Background: an optimization exercise with open tools, aiming at small area. Do not read the settings as production practice. Function was checked by simulation only, so behaviour that the tests miss may differ from the original. Power is estimated from default activity; no workload was simulated.

==> module fsmc_regs_top, before the edit <==
module fsmc_regs_top (
    input  logic                      clk,
    input  logic                      rst_n,
    input  logic                      nadv,
    input  logic                      nwe,
    input  logic                      noe,
    input  logic [18-1:0] ad_bus,
    output logic [18-1:0] ad_drive,
    output logic                      ad_drive_en
);
    localparam int dw    = 16;
    localparam int len   = 7;        
    localparam int rings = 10;
    logic          nadv_s, nwe_s;    
    logic [3:0]    noe_hist;         
    logic          en_q;
    logic [2:0]    phase;            
    logic          clr;              
    logic [5:0]    addr_q;           
    logic [5:0]    waddr_q;          
    logic [dw-1:0] wdata_q;          
    logic          wpend;
    logic          rpend;            
    logic [dw-1:0] rdata_q;
    logic          wr_end;
    logic [rings-1:0] wsel;          
    logic [dw-1:0] tap [rings];
    logic [dw-1:0] head [rings];     
    logic [dw-1:0] rword;
    logic [rings-1:0] rsel;
    logic [2:0]    phase_p;          
    logic          rhit;
    function automatic logic [rings-1:0] at_tap(input logic [5:0] k, input logic [2:0] ph);
        at_tap = '0;
        if (k[2:0] != 3'd7)
            at_tap[k[5:3]] = (ph == k[2:0]);
        else if (k[5:3] != 3'd7)
            at_tap[8] = (ph == k[5:3]);
        else
            at_tap[9] = 1'b1;
    endfunction
    always_ff @(posedge clk or negedge rst_n) begin
        if (!rst_n) begin
            nadv_s   <= 1'b1;
            nwe_s    <= 1'b1;
            noe_hist <= '0;
            en_q     <= 1'b0;
        end else begin
            nadv_s   <= nadv;
            nwe_s    <= nwe;
            noe_hist <= {noe_hist[2:0], ~noe};
            en_q     <= |noe_hist[3:1];
        end
    end
    always_ff @(posedge clk) begin
        if (!nadv)
            addr_q <= {ad_bus[17:16], ad_bus[3:0]};
    end
    always_ff @(posedge clk or negedge rst_n) begin
        if (!rst_n) begin
            phase <= '0;
            clr   <= 1'b1;
        end else begin
            phase <= (phase == 3'(len - 1)) ? '0 : phase + 1'b1;
            if (phase == 3'(len - 1))
                clr <= 1'b0;
        end
    end
    assign wr_end = nwe && !nwe_s;
    assign wsel   = wpend ? at_tap(waddr_q, phase) : '0;
    always_ff @(posedge clk) begin
        if (wr_end)
            waddr_q <= addr_q;
    end
    always_ff @(posedge clk or negedge rst_n) begin
        if (!rst_n) begin
            wdata_q <= '0;    
            wpend   <= 1'b0;
        end else begin
            if (wr_end)
                wdata_q <= ad_bus[dw-1:0];
            wpend <= wr_end || (wpend && !(|wsel));
        end
    end
    for (genvar r = 0; r < rings; r++) begin : g_ring
        localparam int n = (r == rings - 1) ? 1 : len;
        logic [n*dw-1:0] q;
        logic            we;
        assign we      = clr || wsel[r];
        assign tap[r]  = we ? wdata_q : q[n*dw-1 -: dw];
        assign head[r] = q[dw-1:0];
        always_ff @(posedge clk) begin
            if (n == 1)
                q <= tap[r];
            else
                q <= {q[n*dw-dw-1:0], tap[r]};
        end
    end
    assign phase_p = (phase == 3'd0) ? 3'(len - 1) : phase - 1'b1;
    assign rhit    = |at_tap(addr_q, phase_p);
    fsmc_ring_sel ring_sel_i (
        .k   (addr_q),
        .sel (rsel)
    );
    fsmc_word_mux word_mux_i (
        .sel   (rsel),
        .words ({head[9], head[8], head[7], head[6], head[5], head[4], head[3], head[2], head[1], head[0]}),
        .word  (rword)
    );
    always_ff @(posedge clk or negedge rst_n) begin
        if (!rst_n)
            rpend <= 1'b0;
        else
            rpend <= (!nadv_s && nwe_s) || (rpend && !rhit);
    end
    always_ff @(posedge clk) begin
        if (rpend && rhit)
            rdata_q <= rword;
    end
    assign ad_drive    = {2'b00, rdata_q};
    assign ad_drive_en = en_q;
endmodule
Settings: LEC_CHECK=0, CAP_MARGIN=20, CORE_MARGIN=2, CORE_UTILIZATION=75, SLEW_MARGIN=20, SYNTH_HIERARCHICAL=1; clock period 5.0 ns.
standard.sh (not shown) runs the stock make flow with config.mk's settings and CLKGATE_MAP_FILE= SYNTH_SCRIPT=/design/flow/synth_recipe.tcl, a recipe that flattens the netlist after the stock synthesis.
==> flow/flow/run.sh <==
#!/bin/bash
# The standard layout (standard.sh) with three changes:
#  - synthesis and repair may use only drive strength 1 logic cells (buffers, inverters,
#    flip-flops and clock cells are not restricted): extra_dont_use.txt is added to the
#    platform's don't-use list
#  - ports are buffered with buf_1
#  - clock tree: clkbuf_8 leaf clusters of up to 20 sinks, no dummy loads
set -euo pipefail
PLAT=$(make -s -C "$FLOW_HOME" DESIGN_CONFIG="$FLOW_CONFIG" WORK_HOME="$PWD/orfs" print-DONT_USE_CELLS 2>/dev/null | sed -n 's/^DONT_USE_CELLS: //p')
export DU="$PLAT $(cat flow/extra_dont_use.txt)"
export BUFFER_PORTS_ARGS="-buffer_cell sky130_fd_sc_hd__buf_1"
export CTS_ARGS="-sink_clustering_enable -repair_clock_nets -sink_clustering_size 20 -sink_clustering_max_diameter 100 -buf_list sky130_fd_sc_hd__clkbuf_8 -dont_use_dummy_load"
sed 's|"\${@:-finish}"|"DONT_USE_CELLS=$DU" "${@:-finish}"|' standard.sh > standard_du.sh
grep -q 'DONT_USE_CELLS=\$DU' standard_du.sh
echo "$DU" > dont_use.log
bash standard_du.sh > standard.log 2>&1
Other scripts of this flow, unchanged in this note and not shown: flow/flow/extra_dont_use.txt
Then changed:
--- a/flow/design.v
+++ b/flow/design.v
@@ -18,22 +18,22 @@
     logic [2:0]    phase;            
     logic          clr;              
     logic [5:0]    addr_q;           
     logic [5:0]    waddr_q;          
     logic [dw-1:0] wdata_q;          
     logic          wpend;
-    logic          rpend;            
     logic [dw-1:0] rdata_q;
     logic          wr_end;
     logic [rings-1:0] wsel;          
     logic [dw-1:0] tap [rings];
     logic [dw-1:0] head [rings];     
     logic [dw-1:0] rword;
     logic [rings-1:0] rsel;
     logic [2:0]    phase_p;          
     logic          rhit;
+    logic          en_d, cap;
     function automatic logic [rings-1:0] at_tap(input logic [5:0] k, input logic [2:0] ph);
         at_tap = '0;
         if (k[2:0] != 3'd7)
             at_tap[k[5:3]] = (ph == k[2:0]);
         else if (k[5:3] != 3'd7)
             at_tap[8] = (ph == k[5:3]);
@@ -47,13 +47,13 @@
             noe_hist <= '0;
             en_q     <= 1'b0;
         end else begin
             nadv_s   <= nadv;
             nwe_s    <= nwe;
             noe_hist <= {noe_hist[2:0], ~noe};
-            en_q     <= |noe_hist[3:1];
+            en_q     <= en_d;
         end
     end
     always_ff @(posedge clk) begin
         if (!nadv)
             addr_q <= {ad_bus[17:16], ad_bus[3:0]};
     end
@@ -105,20 +105,16 @@
     );
     fsmc_word_mux word_mux_i (
         .sel   (rsel),
         .words ({head[9], head[8], head[7], head[6], head[5], head[4], head[3], head[2], head[1], head[0]}),
         .word  (rword)
     );
-    always_ff @(posedge clk or negedge rst_n) begin
-        if (!rst_n)
-            rpend <= 1'b0;
-        else
-            rpend <= (!nadv_s && nwe_s) || (rpend && !rhit);
-    end
+    assign en_d = |noe_hist[3:1];
+    assign cap  = rhit && !(en_d && !nadv_s);
     always_ff @(posedge clk) begin
-        if (rpend && rhit)
+        if (cap)
             rdata_q <= rword;
     end
     assign ad_drive    = {2'b00, rdata_q};
     assign ad_drive_en = en_q;
 endmodule
 module fsmc_ring_sel (
Result: Worst setup slack is better by 130 ps; clock-buffer cell count goes down by 1; register-to-register slack is better by 130 ps; clock power shrinks by about 1%; synthesized area barely changes; global-route usage goes down by 0.16 points.

separate check: timing with driven ports:
The flow's constraints put no driver on any port. The routed layouts listed below were extracted and timed again, unchanged, in two steps.
Step 1 assumes that a clkbuf_16 drives the clock port and a buf_2 every other input.
Step 2 times the ports against the registers' clock, not the clock port: input delays grow and output delays shrink by t, the midpoint of the rising clock arrivals with the driver on.
Slacks: no drivers / after step 1 / after step 2; pairs: no drivers / after step 1.
run | t, ns | slack for setup (ns) | clock arrival spread, ns | slew at the worst register clock pin (ns)
the first run | 0.685 | 1.991 / 1.991 / 1.991 | 0.086 / 0.085 | 0.12 / 0.12
the second run | 0.714 | 2.121 / 2.121 / 2.121 | 0.029 / 0.029 | 0.12 / 0.12
After both steps setup and hold are still met in every run listed.
